This design comes from an exercise in tuning for small area, a short achievable clock period and few clock cycles per item on the open sky130 flow, not from production work. The RTL was checked by simulation tests, not by an equivalence proof against the original design. No activity file was given, so power comes from the tool's default toggle rates.

==> exp/maple: inputs <==
Design cosine_similarity_core, start of the top module:
module cosine_similarity_core (
   input  logic        clock,
   input  logic        reset,
   input  logic        req_tvalid,
   output logic        req_tready,
   input  logic [31:0] req_tdata,    
   input  logic        req_tlast,
   output logic        rsp_tvalid,
   input  logic        rsp_tready,
   output logic [15:0] rsp_tdata,    
   output logic [1:0]  rsp_tuser     
);
clock: 10.0 ns
lec_check: 0
cap_margin: 20
core_margin: 2
core_utilization: 40
slew_margin: 20
run.sh (not shown) runs the stock make flow with config.mk's settings and CLKGATE_MAP_FILE= SYNTH_SCRIPT=/design/flow/synth_recipe.tcl, a recipe that flattens the netlist after the stock synthesis.
==> exp/juniper (differences from exp/maple) <==
--- a/flow/design.v
+++ b/flow/design.v
@@ -40,18 +40,16 @@
          for (int j = i + 1; j < 16; j++) acc = acc + (34'(v[i] & v[j]) << (i + j + 1));
       end
       square17 = acc;
    endfunction
    typedef struct packed {
       logic prep1;      
       logic prep2;      
-      logic prep3;      
       logic pmul;       
       logic nmul;       
-      logic div0;       
       logic div;        
       logic sqrt;       
    } mag_cmd_type;
 endpackage
 `timescale 1ns / 1ps
 module cossim_accum (
    input  logic                          clock,
@@ -83,15 +81,15 @@
    logic [EW-1:0] xs_b, xc_b, ys_b, yc_b, xs_n, xc_n, ys_n, yc_n;
    logic [SW-1:0] ss_b, sc_b, ss_n, sc_n;
    always_comb begin
       handoff    = done_ff && take_sums;
       acc_ok     = !done_ff || take_sums;
       req_tready = !s1_v || acc_ok;
       mv         = s1_v && acc_ok;
-      base0      = done_ff || fresh_ff;
+      base0      = handoff || fresh_ff;
       x_in       = mv ? s1_x : '0;
       y_in       = mv ? s1_y : '0;
       s_in       = mv ? s1_s : '0;
       xs_b       = base0 ? '0 : xs_ff;
       xc_b       = base0 ? '0 : xc_ff;
       ys_b       = base0 ? '0 : ys_ff;
       yc_b       = base0 ? '0 : yc_ff;
@@ -104,21 +102,21 @@
    always_ff @(posedge clock) begin
       if (req_tready) begin
          s1_x    <= req_tdata[15:0];
          s1_y    <= req_tdata[31:16];
          s1_s    <= {req_tdata[15], req_tdata[15:0]} + {req_tdata[31], req_tdata[31:16]};
          s1_last <= req_tlast;
       end
+      xs_ff <= xs_n;
+      xc_ff <= xc_n;
+      ys_ff <= ys_n;
+      yc_ff <= yc_n;
+      ss_ff <= ss_n;
+      sc_ff <= sc_n;
       if (acc_ok) begin
-         xs_ff  <= xs_n;
-         xc_ff  <= xc_n;
-         ys_ff  <= ys_n;
-         yc_ff  <= yc_n;
-         ss_ff  <= ss_n;
-         sc_ff  <= sc_n;
          cnt_ff <= (base0 ? CW'(0) : cnt_ff) + CW'(mv);
          ovf_ff <= (base0 ? 1'b0 : ovf_ff) || (mv && !base0 && cnt_ff[CW-1]);
       end
    end
    always_ff @(posedge clock) begin
       if (reset) begin
          s1_v     <= 1'b0;
@@ -1356,71 +1354,70 @@
    input  logic [cossim_pkg::E_W-1:0]    y_energy,
    input  logic [cossim_pkg::S_W-1:0]    s_energy,
    input  logic                          overflowed,
    input  logic                          rsp_tready,
    output logic                          rsp_tvalid,
    output logic [cossim_pkg::SIM_W-1:0]  rsp_tdata,
    output logic [1:0]                    rsp_tuser,
-   output logic                          out_free
+   output logic                          out_free,
+   output logic                          out_empty
 );
    localparam int EW = 43;
    localparam int SW = 45;
    localparam int HW = 44;
    localparam int RW = 88;
    logic [EW-1:0] ra_ff;             
    logic [SW-1:0] rd_ff;             
    logic [HW-1:0] ph_ff, pl_ff;      
-   logic [HW-1:0] nh_ff, nl_ff;      
+   logic [HW:0]   nh_ff;             
+   logic [HW-1:0] nl_ff;
    logic          ovf_ff, zero_ff, neg_ff;
    logic [1:0]    qsh_ff;            
    logic [18:0]   rem_ff;            
    logic [16:0]   root_ff;           
    logic          rsp_valid_ff;
    logic [15:0]   sim_ff;
    logic [1:0]    status_ff;
-   logic [RW-1:0] preg, nreg, da, db, dsum;
-   logic          dcin, sneg;
-   logic [HW+1:0] psum, nsum;
-   logic [HW-2:0] dmag;
+   logic [RW-1:0] preg;
+   logic [RW:0]   nreg, db, dsum;
+   logic          sneg, tneg;
+   logic [HW+2:0] na, nb, nc, nsum;
+   logic [1:0]    nk;
+   logic [HW+1:0] psum;
    logic [19:0]   rem4, sdiff;
    logic [18:0]   trial;
    logic [16:0]   rinc;
    logic [15:0]   mag;
    logic [15:0]   sim;
    logic [1:0]    status;
    always_comb begin
       preg = {ph_ff, pl_ff};
       nreg = {nh_ff, nl_ff};
-      sneg = nh_ff[HW-1];
-      da   = {nreg[RW-2:0], 1'b0};
-      db   = sneg ? preg : ~preg;
-      dcin = !sneg;
+      sneg = nh_ff[HW];
+      tneg = rd_ff[SW-1];
+      db   = sneg ? {preg, 1'b0} : ~{preg, 1'b0};
+      dsum = {nreg[RW-1:0], 1'b0} + db + (RW+1)'(!sneg);
+      psum = (HW+2)'(ph_ff) + (pl_ff[0] ? (HW+2)'(ra_ff) : '0)
+                            + (pl_ff[1] ? {(HW+2)'(ra_ff), 1'b0} : '0);
+      na = (HW+3)'(nh_ff);
+      nb = nl_ff[0] ? (HW+3)'(rd_ff) : '0;
+      nc = nl_ff[1] ? {(HW+2)'(rd_ff), 1'b0} : '0;
+      nk = 2'd0;
       if (cmd.prep1) begin
-         da = {{(RW-SW){1'b0}}, rd_ff};
-         db = ~{{(RW-HW){1'b0}}, pl_ff};
-         dcin = 1'b1;
+         na = (HW+3)'(rd_ff);
+         nb = ~{{(HW+3-EW){1'b0}}, ra_ff};
+         nc = ~{3'b0, pl_ff};
+         nk = 2'd2;
       end else if (cmd.prep2) begin
-         da = nreg;
-         db = ~{{(RW-EW){1'b0}}, ra_ff};
-         dcin = 1'b1;
-      end else if (cmd.prep3) begin
-         da = '0;
-         db = ~nreg;
-         dcin = 1'b1;
-      end else if (cmd.div0) begin
-         da = nreg;
-         db = ~preg;
-         dcin = 1'b1;
+         na = {{(HW+3-SW){tneg}}, rd_ff ^ {SW{tneg}}};
+         nb = '0;
+         nc = '0;
+         nk = {1'b0, tneg};
       end
-      dsum = da + db + RW'(dcin);
-      dmag = sneg ? dsum[HW-1:1] : nreg[HW-1:1];
-      psum = (HW+2)'(ph_ff) + (pl_ff[0] ? (HW+2)'(ra_ff) : '0)
-                            + (pl_ff[1] ? {(HW+2)'(ra_ff), 1'b0} : '0);
-      nsum = (HW+2)'(nh_ff) + (nl_ff[0] ? (HW+2)'(rd_ff) : '0)
-                            + (nl_ff[1] ? {(HW+2)'(rd_ff), 1'b0} : '0);
+      nsum = na + nb + nc + (HW+3)'(nk);
       rem4  = {rem_ff[17:0], qsh_ff};
       trial = {root_ff, 2'b01};
       sdiff = rem4 - 20'(trial);
       rinc = root_ff + 17'd1;
       mag  = rinc[16:1];
       if (ovf_ff) begin
          status = cossim_pkg::STATUS_OVERFLOW;
@@ -1444,34 +1441,35 @@
          pl_ff  <= HW'(y_energy);
          ovf_ff <= overflowed;
       end else begin
          if (cmd.pmul) begin
             ph_ff <= psum[HW+1:2];
             pl_ff <= {psum[1:0], pl_ff[HW-1:2]};
          end
-         if (cmd.prep3) rd_ff <= SW'(dmag);
+         if (cmd.prep1) rd_ff <= nsum[SW-1:0];
+         if (cmd.prep2) rd_ff <= SW'(nsum[SW-1:1]);
       end
       if (cmd.prep1) zero_ff <= (ra_ff == '0) || (pl_ff == '0);
-      if (cmd.prep3) neg_ff <= sneg;
-      if (cmd.prep1 || cmd.prep2 || cmd.div) begin
-         nh_ff <= dsum[RW-1:HW];
+      if (cmd.prep2) neg_ff <= tneg;
+      if (cmd.div) begin
+         nh_ff <= dsum[RW:HW];
          nl_ff <= dsum[HW-1:0];
-      end else if (cmd.prep3) begin
+      end else if (cmd.prep2) begin
          nh_ff <= '0;
-         nl_ff <= HW'(dmag);
+         nl_ff <= HW'(nsum[SW-1:1]);
       end else if (cmd.nmul) begin
-         nh_ff <= nsum[HW+1:2];
+         nh_ff <= (HW+1)'(nsum[HW+1:2]);
          nl_ff <= {nsum[1:0], nl_ff[HW-1:2]};
       end
       if (cmd.prep1) begin
          qsh_ff  <= '0;
          rem_ff  <= '0;
          root_ff <= '0;
       end else begin
-         if (cmd.div) qsh_ff <= {qsh_ff[0], !dsum[RW-1]};
+         if (cmd.div) qsh_ff <= {qsh_ff[0], !dsum[RW]};
          if (cmd.sqrt) begin
             if (!sdiff[19]) begin
                rem_ff  <= sdiff[18:0];
                root_ff <= {root_ff[15:0], 1'b1};
             end else begin
                rem_ff  <= rem4[18:0];
                root_ff <= {root_ff[15:0], 1'b0};
@@ -1485,65 +1483,65 @@
    end
    always_ff @(posedge clock) begin
       if (reset) rsp_valid_ff <= 1'b0;
       else if (emit) rsp_valid_ff <= 1'b1;
       else if (rsp_tready) rsp_valid_ff <= 1'b0;
    end
    assign rsp_tvalid = rsp_valid_ff;
+   assign out_empty  = !rsp_valid_ff;
    assign rsp_tdata  = sim_ff;
    assign rsp_tuser  = status_ff;
 endmodule
 `timescale 1ns / 1ps
 module cossim_ctrl (
    input  logic                    clock,
    input  logic                    reset,
    input  logic                    handoff,
    input  logic                    out_free,
+   input  logic                    out_empty,
    output logic                    take_sums,
    output logic                    emit,
    output cossim_pkg::mag_cmd_type cmd
 );
    logic       idle_ff, run_ff, emit_ff;
    logic [5:0] c_ff, c_in;
    logic       run_in;
    cossim_pkg::mag_cmd_type cmd_ff, cmd_in;
    always_comb begin
       emit      = emit_ff && out_free;
-      take_sums = idle_ff;
+      take_sums = idle_ff || (emit_ff && out_empty);
       run_in = run_ff;
       c_in   = c_ff + 6'd1;
       if (handoff) begin
          run_in = 1'b1;
          c_in   = 6'd1;
-      end else if (run_ff && c_ff == 6'd59) begin
+      end else if (run_ff && c_ff == 6'd58) begin
          run_in = 1'b0;
       end
       cmd_in       = '0;
       cmd_in.prep1 = run_in && (c_in == 6'd1);
       cmd_in.prep2 = run_in && (c_in == 6'd2);
-      cmd_in.prep3 = run_in && (c_in == 6'd3);
       cmd_in.pmul  = run_in && (c_in >= 6'd1) && (c_in <= 6'd22);
-      cmd_in.nmul  = run_in && (c_in >= 6'd4) && (c_in <= 6'd25);
-      cmd_in.div0  = run_in && (c_in == 6'd26);
-      cmd_in.div   = run_in && (c_in >= 6'd26) && (c_in <= 6'd58);
-      cmd_in.sqrt  = run_in && (c_in >= 6'd27) && c_in[0];
+      cmd_in.nmul  = run_in && (c_in >= 6'd3) && (c_in <= 6'd24);
+      cmd_in.div   = run_in && (c_in >= 6'd25) && (c_in <= 6'd57);
+      cmd_in.sqrt  = run_in && (c_in >= 6'd26) && !c_in[0];
    end
    always_ff @(posedge clock) begin
       c_ff <= c_in;
       if (reset) begin
          idle_ff <= 1'b1;
          run_ff  <= 1'b0;
          emit_ff <= 1'b0;
          cmd_ff  <= '0;
       end else begin
          run_ff <= run_in;
          cmd_ff <= cmd_in;
          if (handoff) idle_ff <= 1'b0;
          else if (emit) idle_ff <= 1'b1;
-         if (run_ff && c_ff == 6'd59) emit_ff <= 1'b1;
+         if (run_ff && c_ff == 6'd58) emit_ff <= 1'b1;
          else if (emit) emit_ff <= 1'b0;
       end
    end
    assign cmd = cmd_ff;
 endmodule
 `timescale 1ns / 1ps
 module cosine_similarity_core (
@@ -1555,15 +1553,15 @@
    input  logic        req_tlast,
    output logic        rsp_tvalid,
    input  logic        rsp_tready,
    output logic [15:0] rsp_tdata,    
    output logic [1:0]  rsp_tuser     
 );
    cossim_pkg::mag_cmd_type              cmd;
-   logic                                 take_sums, emit, handoff, out_free, overflowed;
+   logic                                 take_sums, emit, handoff, out_free, out_empty, overflowed;
    logic [cossim_pkg::E_W-1:0]           x_energy, y_energy;
    logic [cossim_pkg::S_W-1:0]           s_energy;
    cossim_accum u_accum (
       .clock      (clock),
       .reset      (reset),
       .req_tvalid (req_tvalid),
       .req_tready (req_tready),
@@ -1577,14 +1575,15 @@
       .overflowed (overflowed)
    );
    cossim_ctrl u_ctrl (
       .clock     (clock),
       .reset     (reset),
       .handoff   (handoff),
       .out_free  (out_free),
+      .out_empty (out_empty),
       .take_sums (take_sums),
       .emit      (emit),
       .cmd       (cmd)
    );
    cossim_magnitude u_magnitude (
       .clock      (clock),
       .reset      (reset),
@@ -1595,10 +1594,11 @@
       .y_energy   (y_energy),
       .s_energy   (s_energy),
       .overflowed (overflowed),
       .rsp_tready (rsp_tready),
       .rsp_tvalid (rsp_tvalid),
       .rsp_tdata  (rsp_tdata),
       .rsp_tuser  (rsp_tuser),
-      .out_free   (out_free)
+      .out_free   (out_free),
+      .out_empty  (out_empty)
    );
 endmodule
==> summary.txt <==
| item | exp/juniper | exp/maple |
|---|---|---|
| Outcome | complete, no violations | complete, no violations |
| Proportion of total power due to net switching | 0.438 | 0.429 |
| Most used DFF post-synth | sky130_fd_sc_hd__dfxtp_1 | sky130_fd_sc_hd__edfxtp_1 |
| Number of detailed-route iterations in the first pass | 5 | 6 |
| Register area share after synthesis | 0.267 | 0.288 |
| Total Die Area | 156000 um^2 | 168000 um^2 |
| Final GP Congestion | 0.980 | 0.945 |
| Synthesized instance count | 6847 | 7413 |
| Instance area after placement | 63600 um^2 | 68200 um^2 |
| Die width | 395 um | 410 um |
| Final-layout fill cell count | 15000 | 16000 |
| Area of combinational cells with multiple inputs | 41000 um^2 | 42300 um^2 |
| Sequential share of power | 0.256 | 0.277 |
| Final period utilization | 0.725 | 0.661 |
| Initial antenna violation count | 5 | 3 |
| Delay of the slowest cell on the worst path | 640 ps | 730 ps |
| Final design utilization | 0.438 | 0.435 |
| Total power | 15.3 mW | 14.8 mW |
| Combinational power share | 0.530 | 0.517 |
| Transition time at the pin with the least slew margin | 1270 ps | 1090 ps |
| Yosys reg bits | 665 | 666 |
| Number of vias in the routed layout | 48300 | 52400 |
| Number of stages on the worst setup path | 23 | 20 |
| Leakage power | 29.8 nW | 31.5 nW |
| Overall fraction of global-route tracks in use | 0.231 | 0.221 |
| Tap cells | 2030 | 2175 |
| Comb pwr | 8.13 mW | 7.67 mW |
Testbench counts of exp/maple, summed over its fixed seeds: cycles 31,875, items 384.
Testbench counts of exp/juniper, summed over its fixed seeds: cycles 31,567, items 384.

-- port drivers added, routing unchanged --
The flow's constraints put no driver on any port. The routed layouts listed below were extracted and timed again, unchanged, in two steps.
Step 1, drivers: a clkbuf_16 drives clock and a buf_2 each remaining input, both assumed.
Step 2 times the ports against the registers' clock, not the clock port: input delays grow and output delays shrink by t, the midpoint of the rising clock arrivals with the driver on.
a / b / c = ideal / step 1 / step 2; a / b = the first two.
run	t, ns	setup WS [ns]	hold slack, ns	pins driven straight from the clock port
exp/maple	0.776	3.390 / 3.390 / 3.390	0.449 / 0.449 / 0.449	1
exp/juniper	0.762	2.747 / 2.747 / 2.747	0.396 / 0.396 / 0.396	1
After both steps setup and hold are still met in every run listed.
